This design comes from an exercise in tuning for small area, a short achievable clock period and few clock cycles per item on the open sky130 flow, not from production work.
Function not checked in this run: the RTL went through the layout flow alone.
Power figures rest on the tool's default switching activity, not on a simulated workload.

==> design/flow/config.mk <==
export PLATFORM = sky130hd
export DESIGN_NAME = axi4_lite_regfile
export DESIGN_NICKNAME = axi4_lite_regfile
export VERILOG_FILES = /design/flow/design.v
export SDC_FILE = /design/flow/constraint.sdc
export NUM_CORES = 4
export LEC_CHECK = 0
export ABC_CLOCK_PERIOD_IN_PS = 2500
export CAP_MARGIN = 20
export CORE_MARGIN = 2
export CORE_UTILIZATION = 40
export CTS_CLUSTER_DIAMETER = 100
export CTS_CLUSTER_SIZE = 30
export SETUP_SLACK_MARGIN = 2.7
export SLEW_MARGIN = 20
==> design/flow/constraint.sdc <==
create_clock -name core_clock -period 5.0 [get_ports {ACLK}]
set_input_delay 1.0000 -clock core_clock [delete_from_list [all_inputs] [get_ports {ACLK}]]
set_output_delay 1.0000 -clock core_clock [all_outputs]
set_load 0.01 [all_outputs]
==> design/flow/design.v <==
package axi4_lite_pkg;
  localparam logic [1:0] RESP_OKAY   = 2'b00;
  localparam logic [1:0] RESP_SLVERR = 2'b10;
endpackage
module axi4_lite_wr_join #(
  parameter int DATA_WIDTH = 32,
  parameter int DEPTH      = 32
) (
  input  logic                      clk,
  input  logic                      rst,
  input  logic [DEPTH-1:0]          i_awsel,
  input  logic                      i_awok,
  input  logic                      i_awvalid,
  input  logic [DATA_WIDTH-1:0]     i_wdata,
  input  logic [DATA_WIDTH/8-1:0]   i_wstrb,
  input  logic                      i_wvalid,
  input  logic                      i_room,
  output logic                      o_awready,
  output logic                      o_wready,
  output logic                      o_join,
  output logic                      o_join_ok,
  output logic [DEPTH-1:0]          o_sel,
  output logic [DATA_WIDTH-1:0]     o_data,
  output logic [DATA_WIDTH/8-1:0]   o_strb
);
  logic r_aw_full, r_w_full, r_aw_ok;
  logic w_aw_hs, w_w_hs, w_commit;
  logic w_aw_full_n, w_w_full_n;
  assign w_aw_hs  = i_awvalid && o_awready;
  assign w_w_hs   = i_wvalid && o_wready;
  assign w_commit = r_aw_full && r_w_full;
  assign w_aw_full_n = w_aw_hs || (r_aw_full && !w_commit);
  assign w_w_full_n  = w_w_hs  || (r_w_full  && !w_commit);
  assign o_join      = w_aw_full_n && w_w_full_n;
  assign o_join_ok   = w_aw_hs ? i_awok : r_aw_ok;
  always_ff @(posedge clk or posedge rst) begin
    if (rst) begin
      r_aw_full <= 1'b0;
      r_w_full  <= 1'b0;
      r_aw_ok   <= 1'b0;
      o_awready <= 1'b0;
      o_wready  <= 1'b0;
      o_sel     <= '0;
      o_data    <= '0;
      o_strb    <= '0;
    end else begin
      r_aw_full <= w_aw_full_n;
      r_w_full  <= w_w_full_n;
      o_awready <= (!w_aw_full_n || w_w_full_n) && i_room;
      o_wready  <= (!w_w_full_n || w_aw_full_n) && i_room;
      if (w_aw_hs) begin
        r_aw_ok <= i_awok;
        o_sel   <= i_awsel;
      end else if (w_commit) begin
        o_sel   <= '0;
      end
      if (w_w_hs) begin
        o_data  <= i_wdata;
        o_strb  <= i_wstrb;
      end else if (w_commit) begin
        o_strb  <= '0;
      end
    end
  end
endmodule
import axi4_lite_pkg::*;
module axi4_lite_regfile #(
  parameter int ADDRESS_WIDTH = 32,
  parameter int DATA_WIDTH    = 32,
  parameter int DATA_DEPTH    = 32,
  parameter logic [ADDRESS_WIDTH-1:0] BASE_ADDR = '0
) (
  input  logic                       ACLK,
  input  logic                       ARESET,
  input  logic [ADDRESS_WIDTH-1:0]   S_AXI_AWADDR,
  input  logic                       S_AXI_AWVALID,
  output logic                       S_AXI_AWREADY,
  input  logic [DATA_WIDTH-1:0]      S_AXI_WDATA,
  input  logic [DATA_WIDTH/8-1:0]    S_AXI_WSTRB,
  input  logic                       S_AXI_WVALID,
  output logic                       S_AXI_WREADY,
  output logic [1:0]                 S_AXI_BRESP,
  output logic                       S_AXI_BVALID,
  input  logic                       S_AXI_BREADY,
  input  logic [ADDRESS_WIDTH-1:0]   S_AXI_ARADDR,
  input  logic                       S_AXI_ARVALID,
  output logic                       S_AXI_ARREADY,
  output logic [DATA_WIDTH-1:0]      S_AXI_RDATA,
  output logic [1:0]                 S_AXI_RRESP,
  output logic                       S_AXI_RVALID,
  input  logic                       S_AXI_RREADY
);
  localparam int STRB_W     = DATA_WIDTH / 8;
  localparam int BYTE_SHIFT = $clog2(STRB_W);
  localparam int IDX_W      = $clog2(DATA_DEPTH);
  localparam logic [ADDRESS_WIDTH-1:0] DEPTH_A = ADDRESS_WIDTH'(DATA_DEPTH);
  function automatic logic addr_in_range(input logic [ADDRESS_WIDTH-1:0] addr);
    logic [ADDRESS_WIDTH:0] off;
    off = {1'b0, addr} - {1'b0, BASE_ADDR};
    addr_in_range = !off[ADDRESS_WIDTH] && ((off[ADDRESS_WIDTH-1:0] >> BYTE_SHIFT) < DEPTH_A);
  endfunction
  function automatic logic [IDX_W-1:0] addr_index(input logic [ADDRESS_WIDTH-1:0] addr);
    logic [ADDRESS_WIDTH-1:0] word;
    word = (addr - BASE_ADDR) >> BYTE_SHIFT;
    addr_index = word[IDX_W-1:0];
  endfunction
  logic [DATA_WIDTH-1:0] r_mem [DATA_DEPTH];
  function automatic logic [DATA_DEPTH-1:0] word_onehot(input logic ok, input logic [IDX_W-1:0] idx);
    for (int i = 0; i < DATA_DEPTH; i++) word_onehot[i] = ok && (idx == IDX_W'(i));
  endfunction
  logic                  w_room;
  logic                  w_join;
  logic                  w_join_ok;
  logic [DATA_DEPTH-1:0] w_wr_sel;
  logic [DATA_WIDTH-1:0] w_wr_data;
  logic [STRB_W-1:0]     w_wr_strb;
  axi4_lite_wr_join #(
    .DATA_WIDTH (DATA_WIDTH),
    .DEPTH      (DATA_DEPTH)
  ) u_wr_join (
    .clk       (ACLK),
    .rst       (ARESET),
    .i_awsel   (word_onehot(addr_in_range(S_AXI_AWADDR), addr_index(S_AXI_AWADDR))),
    .i_awok    (addr_in_range(S_AXI_AWADDR)),
    .i_awvalid (S_AXI_AWVALID),
    .i_wdata   (S_AXI_WDATA),
    .i_wstrb   (S_AXI_WSTRB),
    .i_wvalid  (S_AXI_WVALID),
    .i_room    (w_room),
    .o_awready (S_AXI_AWREADY),
    .o_wready  (S_AXI_WREADY),
    .o_join    (w_join),
    .o_join_ok (w_join_ok),
    .o_sel     (w_wr_sel),
    .o_data    (w_wr_data),
    .o_strb    (w_wr_strb)
  );
  always_ff @(posedge ACLK or posedge ARESET) begin
    if (ARESET) begin
      for (int i = 0; i < DATA_DEPTH; i++) r_mem[i] <= '0;
    end else begin
      for (int i = 0; i < DATA_DEPTH; i++) begin
        for (int b = 0; b < STRB_W; b++) begin
          if (w_wr_sel[i] && w_wr_strb[b]) r_mem[i][8*b +: 8] <= w_wr_data[8*b +: 8];
        end
      end
    end
  end
  logic r_bvalid, r_bok;
  logic r_b1_valid, r_b1_ok;
  logic w_bh_v, w_bh_ok, w_b1_v, w_b1_ok;
  always_comb begin
    w_bh_v  = r_bvalid;
    w_bh_ok = r_bok;
    w_b1_v  = r_b1_valid;
    w_b1_ok = r_b1_ok;
    if (r_bvalid && S_AXI_BREADY) begin
      w_bh_v  = r_b1_valid;
      w_bh_ok = r_b1_ok;
      w_b1_v  = 1'b0;
    end
    if (w_join) begin
      if (!w_bh_v) begin
        w_bh_v  = 1'b1;
        w_bh_ok = w_join_ok;
      end else begin
        w_b1_v  = 1'b1;
        w_b1_ok = w_join_ok;
      end
    end
  end
  assign w_room = !w_b1_v;
  always_ff @(posedge ACLK or posedge ARESET) begin
    if (ARESET) begin
      r_bvalid   <= 1'b0;
      r_bok      <= 1'b0;
      r_b1_valid <= 1'b0;
      r_b1_ok    <= 1'b0;
    end else begin
      r_bvalid   <= w_bh_v;
      r_bok      <= w_bh_ok;
      r_b1_valid <= w_b1_v;
      r_b1_ok    <= w_b1_ok;
    end
  end
  assign S_AXI_BVALID = r_bvalid;
  assign S_AXI_BRESP  = r_bok ? RESP_OKAY : RESP_SLVERR;
  logic                  r_arready;
  logic                  r_s_v, r_s_ok;
  logic [IDX_W-1:0]      r_s_idx;
  logic                  r_rvalid;
  logic [DATA_WIDTH-1:0] r_rdata;
  logic                  r_rok;
  logic                  w_ar_hs, w_out_free, w_load;
  logic                  w_src_ok;
  logic [IDX_W-1:0]      w_src_idx;
  logic                  w_s_v;
  assign w_ar_hs    = S_AXI_ARVALID && r_arready;
  assign w_out_free = !r_rvalid || S_AXI_RREADY;
  assign w_load     = w_out_free && (r_s_v || w_ar_hs);
  assign w_src_ok   = r_s_v ? r_s_ok  : addr_in_range(S_AXI_ARADDR);
  assign w_src_idx  = r_s_v ? r_s_idx : addr_index(S_AXI_ARADDR);
  logic [DATA_DEPTH-1:0] w_rd_sel;
  logic [DATA_WIDTH-1:0] w_rd_word;
  always_comb begin
    w_rd_word = '0;
    for (int i = 0; i < DATA_DEPTH; i++) begin
      w_rd_sel[i] = w_src_ok && (w_src_idx == IDX_W'(i));
      w_rd_word   = w_rd_word | ({DATA_WIDTH{w_rd_sel[i]}} & r_mem[i]);
    end
  end
  assign w_s_v = w_out_free ? (r_s_v && w_ar_hs) : (r_s_v || w_ar_hs);
  always_ff @(posedge ACLK or posedge ARESET) begin
    if (ARESET) begin
      r_arready <= 1'b0;
      r_s_v     <= 1'b0;
      r_s_ok    <= 1'b0;
      r_s_idx   <= '0;
    end else begin
      r_arready <= !w_s_v;
      r_s_v     <= w_s_v;
      if (w_ar_hs) begin
        r_s_ok  <= addr_in_range(S_AXI_ARADDR);
        r_s_idx <= addr_index(S_AXI_ARADDR);
      end
    end
  end
  always_ff @(posedge ACLK or posedge ARESET) begin
    if (ARESET) begin
      r_rvalid <= 1'b0;
      r_rdata  <= '0;
      r_rok    <= 1'b0;
    end else if (w_out_free) begin
      r_rvalid <= w_load;
      r_rdata  <= w_rd_word;
      r_rok    <= w_src_ok;
    end
  end
  assign S_AXI_ARREADY = r_arready;
  assign S_AXI_RVALID  = r_rvalid;
  assign S_AXI_RDATA   = r_rdata;
  assign S_AXI_RRESP   = r_rok ? RESP_OKAY : RESP_SLVERR;
endmodule
==> design/flow/run.sh <==
#!/bin/bash
# synth_recipe.tcl (not shown) runs the flow's synth.tcl, then flattens the netlist and writes it again
# the make line also repeats each setting of config.mk as NAME=value (left out here)
make -C /OpenROAD-flow-scripts/flow DESIGN_CONFIG=/design/flow/config.mk WORK_HOME=/design/flow/orfs CLKGATE_MAP_FILE= SYNTH_SCRIPT=/design/flow/synth_recipe.tcl finish
==> impl_results.md <==
- Global route overflow: 0
- First-pass GRT wire length: ~250 mm
- Iter 0 DRT Violations: between 4000 and 5000
- Worst r2r path cells: 12
- Via count: roughly 35000
- Layout Skew: roughly 0.032 ns
- Area contributors post-synth: dfrtp_1 (57%), mux2_2 (24%), a22oi_1 (2.9%)
- Worst r2r src: r_s_v
- Post-layout min period: about 2.9 ns
- Primary FF master, synth: dfrtp_1
- TritonCTS clock tree: yes
- Pin slew with the least headroom to its limit: roughly 1.2 ns
- Vias per cell: about 6.4
- Effective utilization at floorplan: 0.402
- Die area: between 100000 and 150000 sq um
- Commonest non-fill, non-tap cell in the layout: dfrtp_1
- Maximum clock frequency: about 0.35 GHz
- Clk slew on worst S/H paths: ~0.12 ns
- Drt first pass iters: 6
- Clk sinks: approximately 1100
- Synth async-reset ratio: 1.00
- Startpoint types: input port
- Status: finished clean
- Top cell type's share of synthesized area: 0.575
- Share of cells above drive strength 1: 0.417
- Total wire length: between 150 and 200 mm
- Synth Register Bits: approximately 1100
- Mapped Area: between 40000 and 50000 sq um
- Reg-to-reg critical path endpoint: r_rdata[20]
- IR drop worst, VDD: ~0.28 mV
- Critical path class: input port to register
- WHS: between 0.4 and 0.5 ns
- Sequential share of the synthesized area: 0.575
- Fill cell count: 11220
- Antenna violations before repair: 6
- Yosys cell types: 72
- Critical path destination: r_rdata[15]
- Clk latency of the worst-skew pair: slightly below 0.7 ns
- Leakage: between 20 and 30 nW
- Number of remaining DRC errors: 0
- Num ports: 148
- Number of H-tree levels: 2
- Worst Setup SP: S_AXI_ARADDR[5]
- Antenna-violating nets left: 0
- Fin crit share: 0.578
- Setup TNS: 0 ns
- Worst EP required: between 5 and 6 ns
- Syn_area_per_cell: around 13 sq um
- CORE AREA: about 120000 sq um
- CP max FO: 15
- Number of synthesized flops with an enable pin: 0
- Data arrival at the endpoint of the critical path: between 3 and 4 ns
- Root Buffer: clkbuf_16
- Class of the worst hold path: register to register
- Reg2Reg Setup Slack: between 2 and 2.5 ns
- Worst slew margin: 0.229
- Final setup viols: 0
- Fin. Hold Viols: 0
- Nets: 3958
- Number of I/O port buffers: 141
- # rows: 129
- Area grow syn2layout: 14.9%
- Clk buf depth: 3
- Power, Total: about 21 mW
- Die Width: 357 um
- Total CTS buffers: 47
- Most frequent cells in the layout: dfrtp_1 (1114), mux2_2 (1065), nand2_1 (234)
- Unrepaired setup endpoints after global routing: true
- Largest net degree at the start of global routing: approximately 140
- Dpl hpwl: approximately 100 mm
- Critical Path End Type: register
- Final Slew Violations: 0
- Synth Instances: between 3000 and 4000
- Total GRT Usage: 0.276
- Area leader, netlist: dfrtp_1
- Hold Buf Count CTS: 0
- Drt wl/cell: 32.8 um
- Max_cap viols: 0
- Yosys warns: 3
- Die height: 357 um
- Power density cells: approximately 360 nW/um^2
- Gp weighted congestion: between 0.8 and 0.9
- Number of global-route vias before repair: between 30000 and 40000
==> layer usage <==
metal | part of all wire | vias to the layer above | GRT usage
met5 | 0.00026 | - | 0
met4 | 0.036 | 8 | 0.0828
met3 | 0.095 | 334 | 0.0569
met2 | 0.45 | 1756 | 0.425
met1 | 0.42 | 18768 | 0.394
li1 | - | 14188 | -
==> synth_stat cells (all sizes together) (5+ instances only) <==
master / instances
dfrtp: 1143
mux2: 1066
nand2: 247
a22oi: 198
clkbuf: 189
buf: 114
a222oi: 102
a21oi: 94
a22o: 79
a221oi: 74
nand3: 59
nor2: 57
a31oi: 49
o21ai: 41
nor4: 15
and3: 13
nand4: 13
mux2i: 11
inv: 10
nor3: 9
a211oi: 8
o22ai: 8
nor3b: 6
o41ai: 6
a221o: 5
a32oi: 5
nand3b: 5
o211ai: 5
or2: 5
==> stage by stage <==
stage / setup WS (ns) / utilization / std cells / area, sq um
6_report: 2.11 / 0.462 / 5503 / 57200
5_1_grt: 2.05 / 0.462 / 5502 / 57200
4_1_cts: 2.13 / 0.460 / 5483 / 56800
3_5_place_dp: 0.750 / 0.432 / 5294 / 53400
3_3_place_gp: 0.772 / 0.432 / 5293 / 53400
2_1_floorplan: -11.78 / - / 3697 / 49900
==> sequential cells by signal (all words and copies together) (netlist names) <==
| register | count |
|---|---|
| r_rok | 1 |
| r_s_ok | 1 |
| u_wr_join.r_aw_ok | 1 |
| u_wr_join.r_w_full | 1 |
| u_wr_join.o_data | 32 |
| u_wr_join.o_sel | 32 |
| r_mem | 1024 |
| u_wr_join.r_aw_full | 1 |
| r_rdata | 32 |
| r_bvalid | 1 |
| u_wr_join.o_wready | 1 |
| r_s_v | 1 |
| u_wr_join.o_strb | 4 |
| u_wr_join.o_awready | 1 |
| r_arready | 1 |
| r_bok | 1 |
| r_s_idx | 5 |
| r_b1_ok | 1 |
| r_b1_valid | 1 |
| r_rvalid | 1 |
==> critical path, cell delays in order <==
cell	delay (ns)
dlygate4sd2_1	0.34
or3b_4	0.34
a22oi_2	0.10
buf_4	0.19
buf_12	0.17
buf_12	0.17
a221oi_1	0.29
nor2_1	0.07
or4_1	0.42
a221oi_2	0.25
a21oi_1	0.09
==> where the power goes <==
group | internal [mW] | switching (mW)
registers | 9.52 | 1.41
logic | 1.66 | 3.07
clock network | 1.86 | 3.09
total | 13.0 | 7.58
==> how the worst min path moves through the flow <==
stage | from | to | slack [ns] | cells past startpoint
2_1_floorplan | r_s_ok | r_s_ok | 0.44 | 2
3_3_place_gp | r_s_ok | r_s_ok | 0.46 | 2
3_5_place_dp | r_s_ok | r_s_ok | 0.46 | 2
4_1_cts | r_s_ok | r_s_ok | 0.49 | 2
5_1_grt | r_mem[7][12] | r_mem[7][12] | 0.52 | 1
6_report | r_s_ok | r_s_ok | 0.49 | 2
==> what timing repair did <==
item                       in CTS  in global routing
buffers inserted              108                 15
pin swaps                      98                 45
gates cloned                   18                  3
setup endpoints to repair     615                310
resized for setup             369                 74
==> layout make-up <==
type / count / area (sq um) / area share
clock inverters: 11 / 141 / 0.00247
repair buffers: 407 / 4640 / 0.0812
inverters: 10 / 41.3 / 0.000722
well taps: 1637 / 2050 / 0.0358
flip-flops and latches: 1143 / 28600 / 0.501
diodes: 1 / 2.50 / 0.0000438
clock buffers: 52 / 1250 / 0.0218
multi-input cells: 2242 / 20400 / 0.357
==> cell families (layout without fill, tap and decap cells) <==
logic type / Yosys count / in the layout / share of synthesized area
mux: 1077 / 1077 / 0.244
flops: 1143 / 1143 / 0.575
compound gates: 709 / 709 / 0.112
buf+inv: 313 / 480 / 0.0282
simple gates: 453 / 454 / 0.0411
other cells: 1 / 3 / 0.0000754

==> what the ideal ports hide <==
The flow's constraints put no driver on any port. The routed layout listed below was extracted and timed again, unchanged, in two steps.
Step 1: set_driving_cell puts a clkbuf_16 on ACLK and a buf_2 on each other input, an assumption about the parent block.
Step 2 also shifts input and output timing later by t, the mid clock arrival at the registers, as if the neighbouring blocks saw the same clock.
Slacks: ideal / step 1 / step 2; pairs: ideal / step 1.
shift t [ns]: 0.734
setup slack, ns: 2.108 / 2.137 / 1.419
worst setup path at the end: input to register
latest minus earliest clock arrival (ns): 0.039 / 0.039
After both steps setup and hold are still met in this run. For this run, drivers alone change the setup slack by +0.029 ns; drivers and shift together by -0.689 ns.
